Context: an optimization exercise on an open-source flow, tuned for small area. The choices shown serve that exercise and are no tape-out recipe.
At most, simulation tests tie the RTL to the original design; equivalence was not proved.
Power figures rest on the tool's default switching activity, not on a simulated workload.

Setup of 10-02:
==> flow/design.v (excerpt) <==
module exe_top (
  input  logic                     clk,
  input  logic                     reset_n,
  input  logic [32-1:0]         dec_pc_i,
  input  logic                     dec_rd_v_i,
  input  logic [5-1:0]      dec_rd_adr_i,
  input  logic [32:0]           dec_rs1_data_i,
  input  logic [32:0]           dec_rs2_data_i,
  input  logic [32-1:0]         dec_immediat_i,
  input  logic [2:0]               dec_access_size_i,
  input  logic                     dec_unsign_extension_i,
  input  logic [NB_UNIT-1:0]       dec_unit_i,
  input  logic [NB_OPERATION-1:0]  dec_operation_i,
  input  logic                     pred_v_i,
  input  logic                     pred_is_taken_i,
  input  logic [32-1:0]         load_data_i,
  output logic                     mem_adr_v_o,
  output logic [32-1:0]         mem_adr_o,
  output logic                     mem_is_store_o,
  output logic [32-1:0]         mem_store_data_o,
  output logic [2:0]               mem_access_size_o,
  output logic                     exe_fwd_v_o,
  output logic [5-1:0]      exe_fwd_adr_o,
  output logic [32-1:0]         exe_fwd_data_o,
  output logic                     wbk_v_o,
  output logic [5-1:0]      wbk_adr_o,
  output logic [32-1:0]         wbk_data_o,
  output logic                     flush_v_q_o,
  output logic [32-1:0]         pc_data_q_o,
  output logic [32-1:0]         pred_fb_pc_o,
  output logic                     pred_fb_branch_instr_o,
  output logic                     pred_fb_feedback_o,
  output logic                     pred_fb_success_o,
  output logic                     pred_fb_failed_o
);
Size in the first run: ~110 flip-flops, roughly 410 I/O pins.
Settings: LEC_CHECK=0, CAP_MARGIN=20, CORE_AREA=5 5 245 245, DIE_AREA=0 0 250 250, SLEW_MARGIN=20; clock period 8.0 ns.
standard.sh (not shown) runs the stock make flow with config.mk's settings and CLKGATE_MAP_FILE= SYNTH_SCRIPT=/design/flow/synth_recipe.tcl, a recipe that flattens the netlist after the stock synthesis.
==> flow/flow/run.sh <==
#!/bin/bash
# Standard ORFS layout (the standard.sh), with the port buffers and the
# synthesis pass-through buffers made from the smallest buffer cell.
bash standard.sh \
  BUFFER_PORTS_ARGS="-buffer_cell sky130_fd_sc_hd__buf_1" \
  MIN_BUF_CELL_AND_PORTS="sky130_fd_sc_hd__buf_1 A X" \
  finish > standard.log 2>&1
Here is what was changed in the inputs of 01-09 compared with 10-02.
- SLEW_MARGIN changed from 20 to 0
- DIE_AREA changed from 0 0 250 250 to 0 0 180 180
- CAP_MARGIN changed from 20 to 0
- CORE_AREA changed from 5 5 245 245 to 5 5 175 175
Findings:
The post-CTS setup buffer count reported for 01-09 is smaller than that of 10-02 by 5.
The run showing the greater period utilization is 01-09.
Summary: with 10-02 as the reference, final HPWL from detailed placement in 01-09 moved down by more than 10%.
~same flip-flop and latch count after synthesis in 10-02 and 01-09
[compare] base=10-02 new=01-09: routability congestion estimate fell by about 2%; data arrival time at the worst-slack endpoint rose by 20 ps; leakage power fell by about 2%.
Wire length of the first global-routing pass sits lower in 01-09 than in 10-02.

---

== job 101 ==
Another version of the RTL of exe_top (not shown whole).
Size in the first run: about 76 flip-flops, roughly 410 I/O pins.
Design exe_top, start of the top module:
module exe_top (
  input  logic                     clk,
  input  logic                     reset_n,
  input  logic [32-1:0]         dec_pc_i,
  input  logic                     dec_rd_v_i,
  input  logic [5-1:0]      dec_rd_adr_i,
  input  logic [32:0]           dec_rs1_data_i,
  input  logic [32:0]           dec_rs2_data_i,
  input  logic [32-1:0]         dec_immediat_i,
  input  logic [2:0]               dec_access_size_i,
  input  logic                     dec_unsign_extension_i,
  input  logic [NB_UNIT-1:0]       dec_unit_i,
  input  logic [NB_OPERATION-1:0]  dec_operation_i,
  input  logic                     pred_v_i,
  input  logic                     pred_is_taken_i,
  input  logic [32-1:0]         load_data_i,
  output logic                     mem_adr_v_o,
  output logic [32-1:0]         mem_adr_o,
  output logic                     mem_is_store_o,
  output logic [32-1:0]         mem_store_data_o,
  output logic [2:0]               mem_access_size_o,
  output logic                     exe_fwd_v_o,
  output logic [5-1:0]      exe_fwd_adr_o,
  output logic [32-1:0]         exe_fwd_data_o,
  output logic                     wbk_v_o,
  output logic [5-1:0]      wbk_adr_o,
  output logic [32-1:0]         wbk_data_o,
  output logic                     flush_v_q_o,
  output logic [32-1:0]         pc_data_q_o,
  output logic [32-1:0]         pred_fb_pc_o,
  output logic                     pred_fb_branch_instr_o,
  output logic                     pred_fb_feedback_o,
  output logic                     pred_fb_success_o,
  output logic                     pred_fb_failed_o
);
export LEC_CHECK = 0
export CAP_MARGIN = 0
export CORE_AREA = 5 5 145 145
export CTS_BUF_LIST = sky130_fd_sc_hd__clkbuf_8
export DIE_AREA = 0 0 150 150
export GPL_TIMING_DRIVEN = 0
export SETUP_SLACK_MARGIN = 0.2
export SLEW_MARGIN = 0
create_clock -name core_clock -period 8.0 [get_ports {clk}]
Scripts as last shown in full above: flow/flow/run.sh
Job 101: all stages complete, timing, DRC and antenna checks passed
Inputs modified between job 101 and job 102:
Settings: a change of SETUP_SLACK_MARGIN from 0.2 to 0.3; a change of DIE_AREA from 0 0 150 150 to 0 0 180 180; a deleted CTS_BUF_LIST that had been sky130_fd_sc_hd__clkbuf_8; a change of CORE_AREA from 5 5 145 145 to 5 5 175 175.
Findings:
- Effective utilization at floorplan was lower in job 102 than in job 101.
- Looking at register-to-register slack across job 101 and job 102, the one that comes out lower is job 101.
- Delta (job 102 minus job 101): core utilization lost 21 points; met2 global-route usage lost 14 points; worst-case setup margin in the final layout picked up an extra 0.046 ns.
- Worst endpoint data arrival time (lower): job 102
- Sort job 101 and job 102 by number of buffers other than clock buffers in the final layout, ascending, and job 101 comes first.
- For job 101, the end point of the critical path was exe_fwd_data_o[27], unlike job 102, where it was exe_fwd_data_o[28].

---

tundra:
exe_top, a different RTL version from the one above (not shown whole).
Size: about 76 flip-flops, ~410 I/O pins.
export LEC_CHECK = 0
export ABC_AREA = 1
export CAP_MARGIN = 0
export CORE_AREA = 5 5 145 145
export CTS_BUF_LIST = sky130_fd_sc_hd__clkbuf_8
export DIE_AREA = 0 0 150 150
export GPL_TIMING_DRIVEN = 0
export SETUP_SLACK_MARGIN = 0.15
export SLEW_MARGIN = 0
export TNS_END_PERCENT = 5
create_clock -name core_clock -period 8.0 [get_ports {clk}]
Scripts as last shown in full above: flow/flow/run.sh
Inputs modified between tundra and lagoon:
--- a/flow/flow/run.sh
+++ b/flow/flow/run.sh
@@ -3 +3,2 @@
-# synthesis pass-through buffers made from the smallest buffer cell.
+# synthesis pass-through buffers made from the smallest buffer cell, and the
+# buffers ABC inserts removed at floorplan (repair_design re-buffers).
@@ -6,0 +8 @@
+  REMOVE_ABC_BUFFERS=1 \
--- outcome ---
The run with more routed wire is tundra, not lagoon.
Post-CTS setup buffer count was lower in tundra than in lagoon.
Summary of lagoon over tundra: number of cells in the finished layout apart from fillers lower, post-route clock period utilization shrank by 1.6 points.
A leading cell type in the layout, fill and taps excluded of sky130_fd_sc_hd__nand2_1 is what lagoon shows, while sky130_fd_sc_hd__buf_1 belongs to tundra.
Measured against each other, lagoon and tundra differ in vias per cell, the lower figure coming from lagoon.
No run of this note included a check of the RTL's function; only the layout flow was run.

---

== oak ==
Another version of the RTL of exe_top (not shown whole).
Size: about 1700 cells after synthesis, ~76 flip-flops, about 0.0093 mm2 of cells after synthesis.
Design exe_top, start of the top module:
module exe_top (
  input  logic                     clk,
  input  logic                     reset_n,
  input  logic [32-1:0]         dec_pc_i,
  input  logic                     dec_rd_v_i,
  input  logic [5-1:0]      dec_rd_adr_i,
  input  logic [32:0]           dec_rs1_data_i,
  input  logic [32:0]           dec_rs2_data_i,
  input  logic [32-1:0]         dec_immediat_i,
  input  logic [2:0]               dec_access_size_i,
  input  logic                     dec_unsign_extension_i,
  input  logic [NB_UNIT-1:0]       dec_unit_i,
  input  logic [NB_OPERATION-1:0]  dec_operation_i,
  input  logic                     pred_v_i,
  input  logic                     pred_is_taken_i,
  input  logic [32-1:0]         load_data_i,
  output logic                     mem_adr_v_o,
  output logic [32-1:0]         mem_adr_o,
  output logic                     mem_is_store_o,
  output logic [32-1:0]         mem_store_data_o,
  output logic [2:0]               mem_access_size_o,
  output logic                     exe_fwd_v_o,
  output logic [5-1:0]      exe_fwd_adr_o,
  output logic [32-1:0]         exe_fwd_data_o,
  output logic                     wbk_v_o,
  output logic [5-1:0]      wbk_adr_o,
  output logic [32-1:0]         wbk_data_o,
  output logic                     flush_v_q_o,
  output logic [32-1:0]         pc_data_q_o,
  output logic [32-1:0]         pred_fb_pc_o,
  output logic                     pred_fb_branch_instr_o,
  output logic                     pred_fb_feedback_o,
  output logic                     pred_fb_success_o,
  output logic                     pred_fb_failed_o
);
==> flow/config.mk <==
export PLATFORM = sky130hd
export DESIGN_NAME = exe_top
export DESIGN_NICKNAME = exe_top
export VERILOG_FILES = /design/flow/design.v
export SDC_FILE = /design/flow/constraint.sdc
export NUM_CORES = 4
export LEC_CHECK = 0
export ABC_AREA = 1
export CAP_MARGIN = 0
export CORE_AREA = 5 5 145 145
export CTS_BUF_LIST = sky130_fd_sc_hd__clkbuf_8
export DIE_AREA = 0 0 150 150
export GPL_TIMING_DRIVEN = 0
export SETUP_SLACK_MARGIN = 0.15
export SLEW_MARGIN = 0
export TNS_END_PERCENT = 5
==> flow/constraint.sdc <==
create_clock -name core_clock -period 8.0 [get_ports {clk}]
set_input_delay 1.6000 -clock core_clock [delete_from_list [all_inputs] [get_ports {clk}]]
set_output_delay 1.6000 -clock core_clock [all_outputs]
set_load 0.01 [all_outputs]
==> flow/flow/run.sh <==
#!/bin/bash
# Standard ORFS layout (the standard.sh), with the port buffers and the
# synthesis pass-through buffers made from the smallest buffer cell, the
# buffers ABC inserts removed at floorplan (repair_design re-buffers), and
# no full/half-adder cell extraction before ABC (ABC maps the adders).
bash standard.sh \
  BUFFER_PORTS_ARGS="-buffer_cell sky130_fd_sc_hd__buf_1" \
  MIN_BUF_CELL_AND_PORTS="sky130_fd_sc_hd__buf_1 A X" \
  REMOVE_ABC_BUFFERS=1 \
  ADDER_MAP_FILE= \
  finish > standard.log 2>&1
The following lists how pine was set up differently from oak:
Settings: swapping 0 for 5 in CAP_MARGIN.
==> flow/flow/run.sh <==
#!/bin/bash
# Standard ORFS layout (the standard.sh), with the port buffers and the
# synthesis pass-through buffers made from the smallest buffer cell, and the
# buffers ABC inserts removed at floorplan (repair_design re-buffers).
bash standard.sh \
  BUFFER_PORTS_ARGS="-buffer_cell sky130_fd_sc_hd__buf_1" \
  MIN_BUF_CELL_AND_PORTS="sky130_fd_sc_hd__buf_1 A X" \
  REMOVE_ABC_BUFFERS=1 \
  finish > standard.log 2>&1
Notes after the runs:
Across pine and oak, a clean result was obtained everywhere but in pine. Changes observed in pine relative to oak: post-detailed-routing wire length rose by 870 um; wire length on met3 fell by 1.6%; violation count after the first detailed-routing iteration fell by 91; area after synthesis rose by about 2.5%; total met2 wirelength after detailed routing rose by 3.2%. Proportion of cell area occupied by registers (higher): oak.
Changes in birch relative to pine:
Settings: changing SETUP_SLACK_MARGIN from 0.15 to 0.05; changing CAP_MARGIN from 5 to 0.
==> flow/flow/run.sh <==
#!/bin/bash
# Standard ORFS layout (the standard.sh), with the port buffers and the
# synthesis pass-through buffers made from the smallest buffer cell, the
# buffers ABC inserts removed at floorplan (repair_design re-buffers), and
# no full/half-adder cell extraction before ABC (ABC maps the adders).
bash standard.sh \
  BUFFER_PORTS_ARGS="-buffer_cell sky130_fd_sc_hd__buf_1" \
  MIN_BUF_CELL_AND_PORTS="sky130_fd_sc_hd__buf_1 A X" \
  REMOVE_ABC_BUFFERS=1 \
  ADDER_MAP_FILE= \
  finish > standard.log 2>&1
==> run notes <==
The final layout from birch, which completed every stage, passed the timing, design-rule and antenna checks at the end of the flow. pine → birch: post-route cell area has decreased, fill cell total of the finished layout has increased, setup slack has decreased, total chip power has decreased. Looking only at starting utilization of the core area, and setting everything else aside, the higher value of pine and birch goes to pine. Per the comparison of birch with pine, sequential power went down; via total after detailed routing now larger.
[inputs] maple vs birch
Settings: changing SETUP_SLACK_MARGIN from 0.05 to 0.0.
Results
- Comparing birch against maple, there is no change at all in number of cell instances on the worst register-to-register path.
- On area growth from synthesis to layout, birch and maple are neck and neck.
- In terms of overall power after layout, birch and maple differ only marginally.
- From birch to maple the numbers moved as follows: total wire length after detailed routing about even; global-route usage about even; sequential portion of the cell area about even; proportion of cell area spent on the clock network about even.
- The arrival time reported for the critical path endpoint reported for maple is smaller than that of birch by 0.07 ns.
- birch and maple ended up with nearly the same relative contribution of sequential cells to total power.
- For final cell count without fillers, birch and maple come out practically identical.
- Looking at birch and maple, the wire length of the first global-routing pass is a wash.
--- input diff maple..cedar ---
Settings: PLACE_DENSITY now 0.7, previously not set.
Measured against each other, maple and cedar differ in reg2reg setup slack, the higher figure coming from maple.
Going from maple to cedar, wire length increased 1.5 mm, sequential share of layout area essentially unchanged, vias after detailed routing increased 216.
From maple to cedar the numbers moved as follows: worst setup slack went up 0.030 ns; clock skew held; routability congestion estimate went down 0.0079.
Diff maple and cedar: total power per unit cell area lower in cedar
Between maple and cedar, the difference in leakage power is negligible.
maple has a lower cell area after layout than cedar.

## re-timing with driven ports
The flow's constraints put no driver on any port. The routed layouts listed below were extracted and timed again, unchanged, in two steps.
Step 1 (the two cells are an assumption about what drives the block):
set clk [get_ports {clk}]
set_driving_cell -lib_cell sky130_fd_sc_hd__clkbuf_16 $clk
set_driving_cell -lib_cell sky130_fd_sc_hd__buf_2 [delete_from_list [all_inputs] $clk]
Step 2 moves the port delays by t, midway between the first and last clock arrival at a register: inputs arrive t later, outputs are due t later. That takes back most of the time a late clock gives input paths.
Three values: ideal ports, drivers, drivers and shift; two values: the first two.
run	t (ns)	setup slack, ns	worst hold slack (ns)	cell pins on the clock port's net
10-02	0.443	0.150 / 0.126 / 0.079	0.417 / 0.417 / 0.417	1
01-09	0.423	0.132 / 0.085 / 0.085	0.416 / 0.416 / 0.416	1
job 101	0.422	0.146 / 0.096 / -0.113	0.434 / 0.434 / 0.434	1
job 102	0.409	0.192 / 0.140 / -0.015	0.437 / 0.437 / 0.437	1
tundra	0.413	0.199 / 0.176 / 0.176	0.405 / 0.405 / 0.405	1
lagoon	0.426	0.330 / 0.111 / 0.111	0.414 / 0.414 / 0.414	1
oak	0.418	0.403 / 0.367 / 0.367	0.407 / 0.407 / 0.407	1
pine	0.417	0.392 / 0.356 / 0.356	0.410 / 0.410 / 0.410	1
birch	0.417	0.289 / 0.264 / 0.264	0.407 / 0.407 / 0.407	1
maple	0.417	0.361 / 0.334 / 0.334	0.406 / 0.406 / 0.406	1
cedar	0.427	0.391 / 0.359 / 0.359	0.441 / 0.441 / 0.441	1
With both steps, setup timing fails in job 101 and job 102, where it was met with ideal ports. For job 101, which loses most, drivers alone change the setup slack by -0.050 ns; drivers and shift together by -0.259 ns.
